This is an optimization exercise on Yosys and OpenROAD, whose aim is small area, not a production implementation. For this run, only the layout was checked, not whether the RTL still works. Power and IR drop assume default switching activity.

--- flow/config.mk ---
export PLATFORM = sky130hd
export DESIGN_NAME = sound_top
export DESIGN_NICKNAME = sound_top
export VERILOG_FILES = /design/flow/design.v
export SDC_FILE = /design/flow/constraint.sdc
export NUM_CORES = 4
export LEC_CHECK = 0
export CAP_MARGIN = 20
export CORE_MARGIN = 2
export CORE_UTILIZATION = 40
export CTS_CLUSTER_DIAMETER = 120
export CTS_CLUSTER_SIZE = 30
export SLEW_MARGIN = 20
export SYNTH_HIERARCHICAL = 1
--- flow/constraint.sdc ---
create_clock -name core_clock -period 10.0 [get_ports {clock}]
set_input_delay 2.0000 -clock core_clock [delete_from_list [all_inputs] [get_ports {clock}]]
set_output_delay 2.0000 -clock core_clock [all_outputs]
set_load 0.01 [all_outputs]
--- flow/design.v ---
`timescale 1ns/1ps
`default_nettype none
module sound_top (
	input  wire        clock,
	input  wire        reset,
	input  wire        ready,        
	input  wire [3:0]  game_state,
	input  wire        flash_busy,
	input  wire [7:0]  flash_data,
	output wire [22:0] flash_addr,
	output wire        flash_read,
	output logic       loaded,
	output logic [7:0] to_ac97_data
);
	localparam logic [3:0] GS_IDLE = 4'd0, GS_POP = 4'd4, GS_MISSED = 4'd9, GS_WHACKED = 4'd10;
	logic [3:0] k;         
	logic       rd;        
	logic       waiting;   
	logic [7:0] first_pop, first_missed, first_whacked;
	logic [7:0] cring [0:8];
	logic [3:0] cpos;       
	logic       cshift;     
	logic       ld_last;    
	logic       ld_done;    
	logic       arrive;     
	logic [2:0] ld_region;
	logic [3:0] ld_low;
	assign ld_last = (k == 4'd3) || (k == 4'd8) || (k == 4'd11);
	assign ld_done = (k == 4'd12);
	assign arrive  = !loaded && waiting && !flash_busy;
	always_comb begin
		if (k < 4'd4) begin
			ld_region = 3'd2; ld_low = k;
		end else if (k < 4'd9) begin
			ld_region = 3'd3; ld_low = k - 4'd4;
		end else begin
			ld_region = 3'd4; ld_low = k - 4'd9;
		end
	end
	assign flash_read = rd;
	assign flash_addr = {12'd0, loaded ? 3'd1 : ld_region, 4'd0, loaded ? k : ld_low};
	logic [1:0] prev_eff;      
	logic       prev_idle;     
	logic       cfirst;        
	logic [3:0] cidx;          
	logic [1:0] rsel;          
	logic       clip_done;
	logic [7:0] fir_x;
	logic [1:0] eff;
	logic [3:0] clip_start, clip_last;
	logic       is_effect, entering, leaving_idle, stall, idle, advance, playing;
	logic [7:0] clip_byte;     
	logic [7:0] mix;           
	logic [8:0] mix_c;
	always_comb begin
		eff        = 2'd1;
		clip_start = 4'd0;
		clip_last  = 4'd2;
		case (game_state)
			GS_POP: ;
			GS_MISSED:  begin eff = 2'd2; clip_start = 4'd3; clip_last = 4'd6; end
			GS_WHACKED: begin eff = 2'd3; clip_start = 4'd7; clip_last = 4'd8; end
			default: eff = 2'd0;
		endcase
	end
	assign is_effect    = (eff != 2'd0);
	assign idle         = (game_state == GS_IDLE);
	assign entering     = is_effect && (eff != prev_eff);
	assign leaving_idle = !idle && prev_idle;
	assign stall        = flash_busy || rd || leaving_idle;
	assign advance      = ready && !stall;
	assign playing      = is_effect && !clip_done && !entering;
	assign cshift       = loaded ? (cpos != cidx) : (arrive && k != 4'd0 && k != 4'd4 && k != 4'd9);
	always_ff @(posedge clock) begin
		rsel <= cfirst ? cidx[2:1] : 2'd2;
		if (cshift) begin
			cring[0] <= loaded ? cring[8] : flash_data;
			for (int i = 1; i < 9; i++)
				cring[i] <= cring[i-1];
		end
		if (!reset && arrive) begin
			if (k == 4'd0) first_pop     <= flash_data;
			if (k == 4'd4) first_missed  <= flash_data;
			if (k == 4'd9) first_whacked <= flash_data;
		end
		if (reset)
			cpos <= 4'd0;
		else if (loaded && cshift)
			cpos <= (cpos == 4'd8) ? 4'd0 : cpos + 4'd1;
		if (reset) begin
			k            <= 4'd0;
			rd           <= 1'b0;
			waiting      <= 1'b0;
			loaded       <= 1'b0;
			prev_eff     <= 2'd0;
			prev_idle    <= 1'b1;
			cfirst       <= 1'b1;
			cidx         <= 4'd0;
			clip_done    <= 1'b1;
			fir_x        <= 8'd0;
			to_ac97_data <= 8'd0;
		end else if (!loaded) begin
			if (!rd && !waiting) begin
				if (ld_done) begin
					loaded <= 1'b1;
					k      <= 4'd0;      
				end else
					rd <= 1'b1;          
			end else if (rd && !flash_busy) begin
				rd      <= 1'b0;
				waiting <= 1'b1;
			end else if (waiting && !flash_busy) begin
				waiting <= 1'b0;
				k       <= k + 4'd1;
				if (!ld_last)
					rd <= 1'b1;
			end
		end else begin
			prev_eff  <= eff;
			prev_idle <= idle;
			if (rd && !flash_busy)
				rd <= 1'b0;
			if (idle) begin
				k     <= 4'd0;
				rd    <= 1'b0;
				fir_x <= 8'd0;
				if (ready)
					to_ac97_data <= 8'd0;
			end else begin
				if (!flash_busy)
					fir_x <= flash_data;
				if (leaving_idle)
					rd <= 1'b1;
				if (entering) begin
					cfirst    <= 1'b1;
					cidx      <= clip_start;
					clip_done <= 1'b0;
				end
				if (advance) begin
					k  <= k + 4'd1;
					rd <= 1'b1;
					to_ac97_data <= mix;
					if (playing) begin
						if (cfirst)
							cfirst <= 1'b0;
						else if (cidx == clip_last)
							clip_done <= 1'b1;
						else
							cidx <= cidx + 4'd1;
					end
				end
			end
		end
	end
	logic [7:0]  ring [0:30];
	logic [7:0]  xb;           
	logic [7:0]  val;          
	logic [4:0]  r_age;        
	logic [4:0]  win;          
	logic        clear;        
	logic        act;
	logic [7:0]  m;            
	logic        n;            
	logic [2:0]  corr;         
	logic [7:0]  vx;
	logic [17:0] sum, acc;     
	logic        cpend, cmid;  
	assign act = (win != 5'd0);
	assign val = (r_age == 5'd0) ? xb : (clear ? 8'd0 : ring[30]);
	assign m[0] = act & ((r_age == 5'd0) | (r_age == 5'd1) | (r_age == 5'd2) | (r_age == 5'd3) | (r_age == 5'd5) | (r_age == 5'd6) | (r_age == 5'd11) | (r_age == 5'd12) | (r_age == 5'd14) | (r_age == 5'd16) | (r_age == 5'd18) | (r_age == 5'd19) | (r_age == 5'd24) | (r_age == 5'd25) | (r_age == 5'd27) | (r_age == 5'd28) | (r_age == 5'd29) | (r_age == 5'd30));
	assign m[1] = act & ((r_age == 5'd2) | (r_age == 5'd4) | (r_age == 5'd5) | (r_age == 5'd8) | (r_age == 5'd9) | (r_age == 5'd10) | (r_age == 5'd12) | (r_age == 5'd13) | (r_age == 5'd14) | (r_age == 5'd16) | (r_age == 5'd17) | (r_age == 5'd18) | (r_age == 5'd20) | (r_age == 5'd21) | (r_age == 5'd22) | (r_age == 5'd25) | (r_age == 5'd26) | (r_age == 5'd28));
	assign m[2] = act & ((r_age == 5'd3) | (r_age == 5'd4) | (r_age == 5'd5) | (r_age == 5'd6) | (r_age == 5'd10) | (r_age == 5'd11) | (r_age == 5'd13) | (r_age == 5'd17) | (r_age == 5'd19) | (r_age == 5'd20) | (r_age == 5'd24) | (r_age == 5'd25) | (r_age == 5'd26) | (r_age == 5'd27));
	assign m[3] = act & ((r_age == 5'd8) | (r_age == 5'd9) | (r_age == 5'd10) | (r_age == 5'd12) | (r_age == 5'd13) | (r_age == 5'd14) | (r_age == 5'd16) | (r_age == 5'd17) | (r_age == 5'd18) | (r_age == 5'd20) | (r_age == 5'd21) | (r_age == 5'd22));
	assign m[4] = act & ((r_age == 5'd9) | (r_age == 5'd12) | (r_age == 5'd14) | (r_age == 5'd16) | (r_age == 5'd18) | (r_age == 5'd21));
	assign m[5] = act & ((r_age == 5'd10) | (r_age == 5'd13) | (r_age == 5'd14) | (r_age == 5'd16) | (r_age == 5'd17) | (r_age == 5'd20));
	assign m[6] = act & ((r_age == 5'd11) | (r_age == 5'd12) | (r_age == 5'd13) | (r_age == 5'd14) | (r_age == 5'd16) | (r_age == 5'd17) | (r_age == 5'd18) | (r_age == 5'd19));
	assign m[7] = act & ((r_age == 5'd15));
	assign n = act & ((r_age == 5'd0) | (r_age == 5'd1) | (r_age == 5'd2) | (r_age == 5'd3) | (r_age == 5'd4) | (r_age == 5'd5) | (r_age == 5'd6) | (r_age == 5'd24) | (r_age == 5'd25) | (r_age == 5'd26) | (r_age == 5'd27) | (r_age == 5'd28) | (r_age == 5'd29) | (r_age == 5'd30));
	assign corr = n ? m[2:0] : 3'd0;
	assign vx = val ^ {8{n}};
	wire mt_1, mt_2, mt_3, mt_4, mt_5, mt_6, mt_7, mt_8, mt_9, mt_10, mt_11, mt_12, mt_13, mt_14, mt_15, mt_16, mt_17, mt_18, mt_19, mt_20, mt_21, mt_22, mt_23, mt_24, mt_25, mt_26, mt_27, mt_28, mt_29, mt_30, mt_31, mt_32, mt_33, mt_34, mt_35, mt_36, mt_37, mt_38, mt_39, mt_40, mt_41, mt_42, mt_43, mt_44, mt_45, mt_46, mt_47, mt_48, mt_49, mt_50, mt_51, mt_52, mt_53, mt_54, mt_55, mt_56, mt_57, mt_58, mt_59, mt_60, mt_61, mt_62, mt_63, mt_64, mt_65, mt_66, mt_67, mt_68, mt_69, mt_70, mt_71, mt_72, mt_73, mt_74, mt_75, mt_76, mt_77, mt_78, mt_79, mt_80, mt_81, mt_82, mt_83, mt_84, mt_85, mt_86, mt_87, mt_88, mt_89, mt_90, mt_91, mt_92, mt_93, mt_94, mt_95, mt_96, mt_97, mt_98, mt_99, mt_100, mt_101, mt_102, mt_103, mt_104, mt_105, mt_106, mt_107, mt_108, mt_109, mt_110, mt_111, mt_112, mt_113, mt_114, mt_115, mt_116, mt_117, mt_118, mt_119, mt_120, mt_121, mt_122, mt_123, mt_124, mt_125, mt_126, mt_127, mt_128, mt_129, mt_130, mt_131, mt_132, mt_133, mt_134, mt_135, mt_136, mt_137, mt_138, mt_139, mt_140, mt_141, mt_142, mt_143, mt_144, mt_145, mt_146, mt_147, mt_148, mt_149, mt_150, mt_151, mt_152, mt_153, mt_154, mt_155, mt_156, mt_157, mt_158, mt_159, mt_160, mt_161;
	wire [7:0] pp0 = {~(vx[7] & m[0]), vx[6:0] & {7{m[0]}}};
	wire [7:0] pp1 = {~(vx[7] & m[1]), vx[6:0] & {7{m[1]}}};
	wire [7:0] pp2 = {~(vx[7] & m[2]), vx[6:0] & {7{m[2]}}};
	wire [7:0] pp3 = {~(vx[7] & m[3]), vx[6:0] & {7{m[3]}}};
	wire [7:0] pp4 = {~(vx[7] & m[4]), vx[6:0] & {7{m[4]}}};
	wire [7:0] pp5 = {~(vx[7] & m[5]), vx[6:0] & {7{m[5]}}};
	wire [7:0] pp6 = {~(vx[7] & m[6]), vx[6:0] & {7{m[6]}}};
	wire [7:0] pp7 = {~(vx[7] & m[7]), vx[6:0] & {7{m[7]}}};
	ha u_mt_1 (.a(sum[7]), .b(pp0[7]), .s(mt_1), .co(mt_2));
	ha u_mt_3 (.a(sum[5]), .b(pp0[5]), .s(mt_3), .co(mt_4));
	fa u_mt_5 (.a(sum[6]), .b(pp0[6]), .c(pp1[5]), .s(mt_5), .co(mt_6));
	ha u_mt_7 (.a(pp2[4]), .b(pp3[3]), .s(mt_7), .co(mt_8));
	fa u_mt_9 (.a(mt_1), .b(pp1[6]), .c(pp2[5]), .s(mt_9), .co(mt_10));
	fa u_mt_11 (.a(pp3[4]), .b(pp4[3]), .c(pp5[2]), .s(mt_11), .co(mt_12));
	ha u_mt_13 (.a(pp6[1]), .b(pp7[0]), .s(mt_13), .co(mt_14));
	fa u_mt_15 (.a(mt_2), .b(sum[8]), .c(pp1[7]), .s(mt_15), .co(mt_16));
	fa u_mt_17 (.a(pp2[6]), .b(pp3[5]), .c(pp4[4]), .s(mt_17), .co(mt_18));
	fa u_mt_19 (.a(pp5[3]), .b(pp6[2]), .c(pp7[1]), .s(mt_19), .co(mt_20));
	fa u_mt_21 (.a(sum[9]), .b(pp2[7]), .c(pp3[6]), .s(mt_21), .co(mt_22));
	fa u_mt_23 (.a(pp4[5]), .b(pp5[4]), .c(pp6[3]), .s(mt_23), .co(mt_24));
	fa u_mt_25 (.a(sum[10]), .b(pp3[7]), .c(pp4[6]), .s(mt_25), .co(mt_26));
	ha u_mt_27 (.a(sum[2]), .b(pp0[2]), .s(mt_27), .co(mt_28));
	fa u_mt_29 (.a(sum[3]), .b(pp0[3]), .c(pp1[2]), .s(mt_29), .co(mt_30));
	fa u_mt_31 (.a(sum[4]), .b(pp0[4]), .c(pp1[3]), .s(mt_31), .co(mt_32));
	ha u_mt_33 (.a(pp2[2]), .b(pp3[1]), .s(mt_33), .co(mt_34));
	fa u_mt_35 (.a(mt_3), .b(pp1[4]), .c(pp2[3]), .s(mt_35), .co(mt_36));
	fa u_mt_37 (.a(pp3[2]), .b(pp4[1]), .c(pp5[0]), .s(mt_37), .co(mt_38));
	fa u_mt_39 (.a(mt_4), .b(mt_5), .c(mt_7), .s(mt_39), .co(mt_40));
	fa u_mt_41 (.a(pp4[2]), .b(pp5[1]), .c(pp6[0]), .s(mt_41), .co(mt_42));
	fa u_mt_43 (.a(mt_6), .b(mt_8), .c(mt_9), .s(mt_43), .co(mt_44));
	assign mt_45 = ~(mt_11 ^ mt_13);
	assign mt_46 = mt_11 | mt_13;
	fa u_mt_47 (.a(mt_10), .b(mt_12), .c(mt_14), .s(mt_47), .co(mt_48));
	fa u_mt_49 (.a(mt_15), .b(mt_17), .c(mt_19), .s(mt_49), .co(mt_50));
	fa u_mt_51 (.a(mt_16), .b(mt_18), .c(mt_20), .s(mt_51), .co(mt_52));
	fa u_mt_53 (.a(mt_21), .b(mt_23), .c(pp7[2]), .s(mt_53), .co(mt_54));
	fa u_mt_55 (.a(mt_22), .b(mt_24), .c(mt_25), .s(mt_55), .co(mt_56));
	fa u_mt_57 (.a(pp5[5]), .b(pp6[4]), .c(pp7[3]), .s(mt_57), .co(mt_58));
	fa u_mt_59 (.a(mt_26), .b(sum[11]), .c(pp4[7]), .s(mt_59), .co(mt_60));
	fa u_mt_61 (.a(pp5[6]), .b(pp6[5]), .c(pp7[4]), .s(mt_61), .co(mt_62));
	fa u_mt_63 (.a(sum[12]), .b(pp5[7]), .c(pp6[6]), .s(mt_63), .co(mt_64));
	ha u_mt_65 (.a(sum[1]), .b(pp0[1]), .s(mt_65), .co(mt_66));
	fa u_mt_67 (.a(mt_27), .b(pp1[1]), .c(pp2[0]), .s(mt_67), .co(mt_68));
	fa u_mt_69 (.a(mt_28), .b(mt_29), .c(pp2[1]), .s(mt_69), .co(mt_70));
	fa u_mt_71 (.a(mt_30), .b(mt_31), .c(mt_33), .s(mt_71), .co(mt_72));
	fa u_mt_73 (.a(mt_32), .b(mt_34), .c(mt_35), .s(mt_73), .co(mt_74));
	fa u_mt_75 (.a(mt_36), .b(mt_38), .c(mt_39), .s(mt_75), .co(mt_76));
	fa u_mt_77 (.a(mt_40), .b(mt_42), .c(mt_43), .s(mt_77), .co(mt_78));
	fa u_mt_79 (.a(mt_44), .b(mt_46), .c(mt_47), .s(mt_79), .co(mt_80));
	fa u_mt_81 (.a(mt_48), .b(mt_50), .c(mt_51), .s(mt_81), .co(mt_82));
	fa u_mt_83 (.a(mt_52), .b(mt_54), .c(mt_55), .s(mt_83), .co(mt_84));
	fa u_mt_85 (.a(mt_56), .b(mt_58), .c(mt_59), .s(mt_85), .co(mt_86));
	fa u_mt_87 (.a(mt_60), .b(mt_62), .c(mt_63), .s(mt_87), .co(mt_88));
	fa u_mt_89 (.a(mt_64), .b(sum[13]), .c(pp6[7]), .s(mt_89), .co(mt_90));
	ha u_mt_91 (.a(sum[0]), .b(pp0[0]), .s(mt_91), .co(mt_92));
	fa u_mt_93 (.a(mt_65), .b(pp1[0]), .c(corr[1]), .s(mt_93), .co(mt_94));
	fa u_mt_95 (.a(mt_66), .b(mt_67), .c(corr[2]), .s(mt_95), .co(mt_96));
	fa u_mt_97 (.a(mt_68), .b(mt_69), .c(pp3[0]), .s(mt_97), .co(mt_98));
	fa u_mt_99 (.a(mt_70), .b(mt_71), .c(pp4[0]), .s(mt_99), .co(mt_100));
	fa u_mt_101 (.a(mt_72), .b(mt_73), .c(mt_37), .s(mt_101), .co(mt_102));
	fa u_mt_103 (.a(mt_74), .b(mt_75), .c(mt_41), .s(mt_103), .co(mt_104));
	fa u_mt_105 (.a(mt_76), .b(mt_77), .c(mt_45), .s(mt_105), .co(mt_106));
	fa u_mt_107 (.a(mt_78), .b(mt_79), .c(mt_49), .s(mt_107), .co(mt_108));
	fa u_mt_109 (.a(mt_80), .b(mt_81), .c(mt_53), .s(mt_109), .co(mt_110));
	fa u_mt_111 (.a(mt_82), .b(mt_83), .c(mt_57), .s(mt_111), .co(mt_112));
	fa u_mt_113 (.a(mt_84), .b(mt_85), .c(mt_61), .s(mt_113), .co(mt_114));
	fa u_mt_115 (.a(mt_86), .b(mt_87), .c(pp7[5]), .s(mt_115), .co(mt_116));
	fa u_mt_117 (.a(mt_88), .b(mt_89), .c(pp7[6]), .s(mt_117), .co(mt_118));
	fa u_mt_119 (.a(mt_90), .b(sum[14]), .c(pp7[7]), .s(mt_119), .co(mt_120));
	assign mt_121 = ~sum[15];
	assign mt_122 = sum[15];
	assign mt_123 = ~sum[16];
	assign mt_124 = sum[16];
	assign mt_125 = ~sum[17];
	assign mt_126 = sum[17];
	ha u_mt_127 (.a(mt_91), .b(corr[0]), .s(mt_127), .co(mt_128));
	fa u_mt_129 (.a(mt_92), .b(mt_93), .c(mt_128), .s(mt_129), .co(mt_130));
	fa u_mt_131 (.a(mt_94), .b(mt_95), .c(mt_130), .s(mt_131), .co(mt_132));
	fa u_mt_133 (.a(mt_96), .b(mt_97), .c(mt_132), .s(mt_133), .co(mt_134));
	fa u_mt_135 (.a(mt_98), .b(mt_99), .c(mt_134), .s(mt_135), .co(mt_136));
	fa u_mt_137 (.a(mt_100), .b(mt_101), .c(mt_136), .s(mt_137), .co(mt_138));
	fa u_mt_139 (.a(mt_102), .b(mt_103), .c(mt_138), .s(mt_139), .co(mt_140));
	fa u_mt_141 (.a(mt_104), .b(mt_105), .c(mt_140), .s(mt_141), .co(mt_142));
	fa u_mt_143 (.a(mt_106), .b(mt_107), .c(mt_142), .s(mt_143), .co(mt_144));
	fa u_mt_145 (.a(mt_108), .b(mt_109), .c(mt_144), .s(mt_145), .co(mt_146));
	assign cmid = mt_146;
	fa u_mt_147 (.a(mt_110), .b(mt_111), .c(cpend), .s(mt_147), .co(mt_148));
	fa u_mt_149 (.a(mt_112), .b(mt_113), .c(mt_148), .s(mt_149), .co(mt_150));
	fa u_mt_151 (.a(mt_114), .b(mt_115), .c(mt_150), .s(mt_151), .co(mt_152));
	fa u_mt_153 (.a(mt_116), .b(mt_117), .c(mt_152), .s(mt_153), .co(mt_154));
	fa u_mt_155 (.a(mt_118), .b(mt_119), .c(mt_154), .s(mt_155), .co(mt_156));
	fa u_mt_157 (.a(mt_120), .b(mt_121), .c(mt_156), .s(mt_157), .co(mt_158));
	fa u_mt_159 (.a(mt_122), .b(mt_123), .c(mt_158), .s(mt_159), .co(mt_160));
	assign mt_161 = mt_124 ^ mt_125 ^ mt_160;
	assign acc = {mt_161, mt_159, mt_157, mt_155, mt_153, mt_151, mt_149, mt_147, mt_145, mt_143, mt_141, mt_139, mt_137, mt_135, mt_133, mt_131, mt_129, mt_127};
	always_ff @(posedge clock) begin
		if (ready)
			xb <= fir_x;
		ring[0] <= val;
		for (int i = 1; i < 31; i++)
			ring[i] <= ring[i-1];
		if (!ready)
			r_age <= (r_age == 5'd0) ? 5'd30 : r_age - 5'd1;
		if (reset) begin
			win   <= 5'd0;
			clear <= 1'b1;
			sum   <= 18'd0;
			cpend <= 1'b0;
		end else begin
			if (ready)
				win <= 5'd1;
			else if (act)
				win <= win + 5'd1;     
			if (win == 5'd31)
				clear <= 1'b0;
			if (ready) begin
				sum   <= 18'd0;
				cpend <= 1'b0;
			end else begin
				sum   <= acc;
				cpend <= cmid;
			end
		end
	end
	always_comb begin
		case (rsel)
			2'd0:    clip_byte = first_pop;
			2'd1:    clip_byte = first_missed;
			2'd3:    clip_byte = first_whacked;
			default: clip_byte = cring[8];
		endcase
		if (!playing)
			clip_byte = 8'd0;
	end
	assign mix_c[0] = cpend;
	for (genvar b = 0; b < 8; b++) begin : g_mix
		fa u_fa (.a(sum[10+b]), .b(clip_byte[b]), .c(mix_c[b]), .s(mix[b]), .co(mix_c[b+1]));
	end
endmodule
module fa (
	input  wire a,
	input  wire b,
	input  wire c,
	output wire s,
	output wire co
);
	assign s  = a ^ b ^ c;
	assign co = (a & b) | (a & c) | (b & c);
endmodule
module ha (
	input  wire a,
	input  wire b,
	output wire s,
	output wire co
);
	assign s  = a ^ b;
	assign co = a & b;
endmodule
`default_nettype wire
--- flow/flow/run.sh ---
#!/bin/bash
# Own flow: the standard layout (standard.sh, unchanged synthesis) with the
# port buffers made from the smallest buffer cell.
set -euo pipefail
bash standard.sh \
	BUFFER_PORTS_ARGS="-buffer_cell sky130_fd_sc_hd__buf_1" \
	finish > flow_make.log 2>&1
--- flow/standard.sh ---
#!/bin/bash
# synth_recipe.tcl (not shown) runs the flow's synth.tcl, then flattens the netlist and writes it again
# the make line also repeats each setting of config.mk as NAME=value (left out here)
make -C /OpenROAD-flow-scripts/flow DESIGN_CONFIG=/design/flow/config.mk WORK_HOME=/design/flow/orfs CLKGATE_MAP_FILE= SYNTH_SCRIPT=/design/flow/synth_recipe.tcl "${@:-finish}"
==> metrics.cfg <==
[floorplan]
die_y_um = 193.7
row_count = 69
pin_count = 49
die_area_mm2 = 0.03752
core-area_mm2 = 0.03548
start_util_pct = 40.57
die_w_um = 193.7

[sta]
clock_skew_ns = 0.02888
relSlewSlack_pct = 35.49
setup_violations = 0
finalCritPeriodShare_pct = 80.48
hold_viol = 0
slew_violations = 0
tns_ns = 0
fmax_mhz = 124.3
grt_setup_unrepaired = false
min_period_ns = 8.048
worst_slew_pin_slew_ns = 0.9602

[logic_synthesis]
ys_types = 64
yosysWarnings = 9
syn-mean-instance-area_um2 = 14.03
synth.area.top_cells = dfxtp_1 43%, edfxtp_1 23%, fa_1 10%
synth-async-reset-ratio_pct = 0
syn-instance-count = 1026
synth_area_mm2 = 0.01440
synthTopCellsByCount = 311 x dfxtp_1, 109 x edfxtp_1, 99 x nor2_1
yosysSeqAreaShare_pct = 65.99
synth_top_area_cell = dfxtp_1
synth_top_area_share_pct = 43.25
ys_ff_latch = 420
synth_top_flop_cell = dfxtp_1
synth.most_common_cell = dfxtp_1
synth_edf_count = 109

[worst_setup_path]
timing.rr.start = r_age[0]
critPathMaxFanout = 11
crit_path_end_kind = flip-flop
rr_endpoint = sum[17]
crit_start = r_age[0]
r2r.worst_path.cells = 22
crit_required_ns = 10.38
arrival_ns = 8.43
critPathKind = flip-flop to flip-flop
cp-start-kind = flip-flop
rrSetupSlack_ns = 1.95

[final_layout]
drive_above_1_share_pct = 5.771
post-route-util_pct = 43.45
finalNonFillerCells = 1518
diodes = 0
syn_to_final_growth_pct = 7.092
nFillCells = 3214
regArea_mm2 = 0.009499
multiInputGateArea_mm2 = 0.004628
final_cell_area_mm2 = 0.01542
nets = 1174

[routing]
drc = 0
wl_per_cell_um = 14.51
drtAntennaViolNets = 0
drt_first_pass_iters = 5
vias = 7058
drt_iter0_markers = 364
via_per_inst = 4.650
wl_um = 22020

[clock_tree]
cts_root_buf = clkbuf_16
clk_latency_ns = 0.51
cts_resized = 0
cts-buffers-inserted = 17
cts_sinks = 420
cts_hold_repair.buffers = 0
cts_tree = done
cts.clk_slew.worst_paths_ns = 0.12
max-clock-path-buffers = 3
cts_setup_buffers = 0
htreeDepth = 1

[placement]
dp_cells = 1495
portBuffers = 32
dp_hpwl_um = 15010
place_congestion = 0.8006
placed_area_mm2 = 0.01497

[grt]
grt_pass1_wl_um = 36530
use_met1_pct = 16.89
overflow = 0
busiest_layer = met2
track_usage_pct = 11.79
grt_pass1_vias = 7012
grt_max_degree = 73
grt_util_met2_pct = 18.96
use_met3_pct = 1.583
antenna_found_initial = 0

[min_path]
hold_path_class = flip-flop to flip-flop
hold_depth = 0
holdPathEnd = ring[26][2]
hp-start = ring[25][2]

[pwr]
ir_worst_vdd_uv = 125.7
leakage_nw = 5.784
power_density_mw_per_mm2 = 188.5

[job]
drv_cap = 0

[status]
status = no timing/DRC/antenna violations

## routing by layer
metal	up-vias	wire, µm	share of wire, %
met3	28	631	2.9
li1	3469	-	-
met4	0	527	2.4
met5	-	0	0
met1	3468	10880	49
met2	93	9977	45
## cells by family after synthesis
kind of cell | share of synthesized area (%)
XOR/XNOR | 1.886
other | 0.02605
multiplexers | 2.234
AO/OA/AOI/OAI | 5.033
buffers and inverters | 2.269
adder cells (fa/ha/maj) | 13.04
flip-flops | 65.99
AND/OR/NAND/NOR | 9.526
## critical path, cell delays in order, from the launching register on
cell      delay (ns)
edfxtp_1        0.43
inv_1           0.10
ha_1            0.33
nor2_1          0.21
a31oi_1         0.19
o31ai_4         0.78
xnor2_1         0.41
nand2b_1        0.12
ha_1            0.32
fa_1            0.45
fa_1            0.46
fa_1            0.52
fa_1            0.43
fa_1            0.44
fa_1            0.39
fa_1            0.39
fa_1            0.39
fa_1            0.39
fa_1            0.39
fa_1            0.39
xnor2_1         0.17
xnor2_1         0.14
nor3_1          0.06
## final cells by class
cell class                 instances  area share [%]
sequential                       420           61.62
multi-input combinational        551           30.02
tap                              461           3.742
clock buffer                      23           2.906
timing repair buffer              39           1.128
inverter                          24          0.5844
## state kept, by name, summed over array words and instances, names as in the netlist, 5 cells and up
signal	flops
ring	248
sum	18
first_whacked	8
r_age	5
fir_x	8
first_missed	8
xb	8
first_pop	8
to_ac97_data	8
win	5
cring	72
## Yosys stat by module, one instance, submodules excluded
module	copies in the design	flip-flops and latches	cell area, µm²	cells
sound_top	1	420	12780	942
fa	75	0	20.02	1
ha	9	0	12.51	1
## per-stage QoR
stage | hold WS, ns | power (mW) | setup WS (ns)
after floorplan | 0.3096 | 2.087 | 2.409
after global placement | 0.3110 | 2.157 | 2.073
after detailed placement | 0.3121 | 2.168 | 1.900
after CTS | 0.3337 | 2.950 | 1.896
after global routing | 0.3395 | 3.056 | 1.419
final | 0.3286 | 2.905 | 1.952
## how the worst max path moves through the flow
stage	to	slack, ns	cells after the start
final	sum[17]	1.95	22
after floorplan	sum[17]	2.41	23
after global placement	sum[17]	2.07	22
after detailed placement	sum[17]	1.90	22
after global routing	sum[17]	1.42	22
after CTS	sum[17]	1.90	22
## report_power, final
group	switching, mW	leakage (nW)	internal (mW)
clock	0.461	0.217	0.318
sequential	0.0294	3.50	1.77
combinational	0.178	2.06	0.149
## cell usage in the layout, fill, tap and decap left out, types with 5 or more instances in the layout
master | netlist | routed
dfxtp_1 | 311 | 311
edfxtp_1 | 109 | 109
nor2_1 | 99 | 99
fa_1 | 75 | 75
nand2_1 | 41 | 40
o21ai_0 | 34 | 34
buf_1 | 5 | 31
ha_1 | 30 | 30
a21oi_1 | 29 | 29
inv_1 | 23 | 23
nand2b_1 | 22 | 22
and2_1 | 20 | 20
nor2b_1 | 17 | 17
clkbuf_16 | 0 | 17
conb_1 | 1 | 16
nand3_1 | 15 | 15
xnor2_1 | 12 | 12
nor3_1 | 12 | 12
mux2_2 | 9 | 9
a22oi_1 | 9 | 9
mux4_2 | 8 | 8
and3_1 | 8 | 8
xor2_2 | 7 | 7
buf_4 | 16 | 7
a21o_1 | 6 | 6
xor2_1 | 6 | 6
clkbuf_1 | 22 | 6
nor3b_1 | 5 | 5

-- port drivers added, routing unchanged --
The flow's constraints put no driver on any port. The routed layout listed below was extracted and timed again, unchanged, in two steps.
Step 1: set_driving_cell puts a clkbuf_16 on clock and a buf_2 on each other input, an assumption about the parent block.
Step 2 also shifts input and output timing later by t, the mid clock arrival at the registers, as if the neighbouring blocks saw the same clock.
a / b / c = ideal ports / drivers / drivers and shift; a / b = the first two.
shift t [ns]: 0.551
setup WS [ns]: 1.952 / 1.952 / 1.952
worst hold slack (ns): 0.329 / 0.329 / 0.329
After both steps setup and hold are still met in this run. For this run, drivers alone change the setup slack by 0.000 ns; drivers and shift together by 0.000 ns.
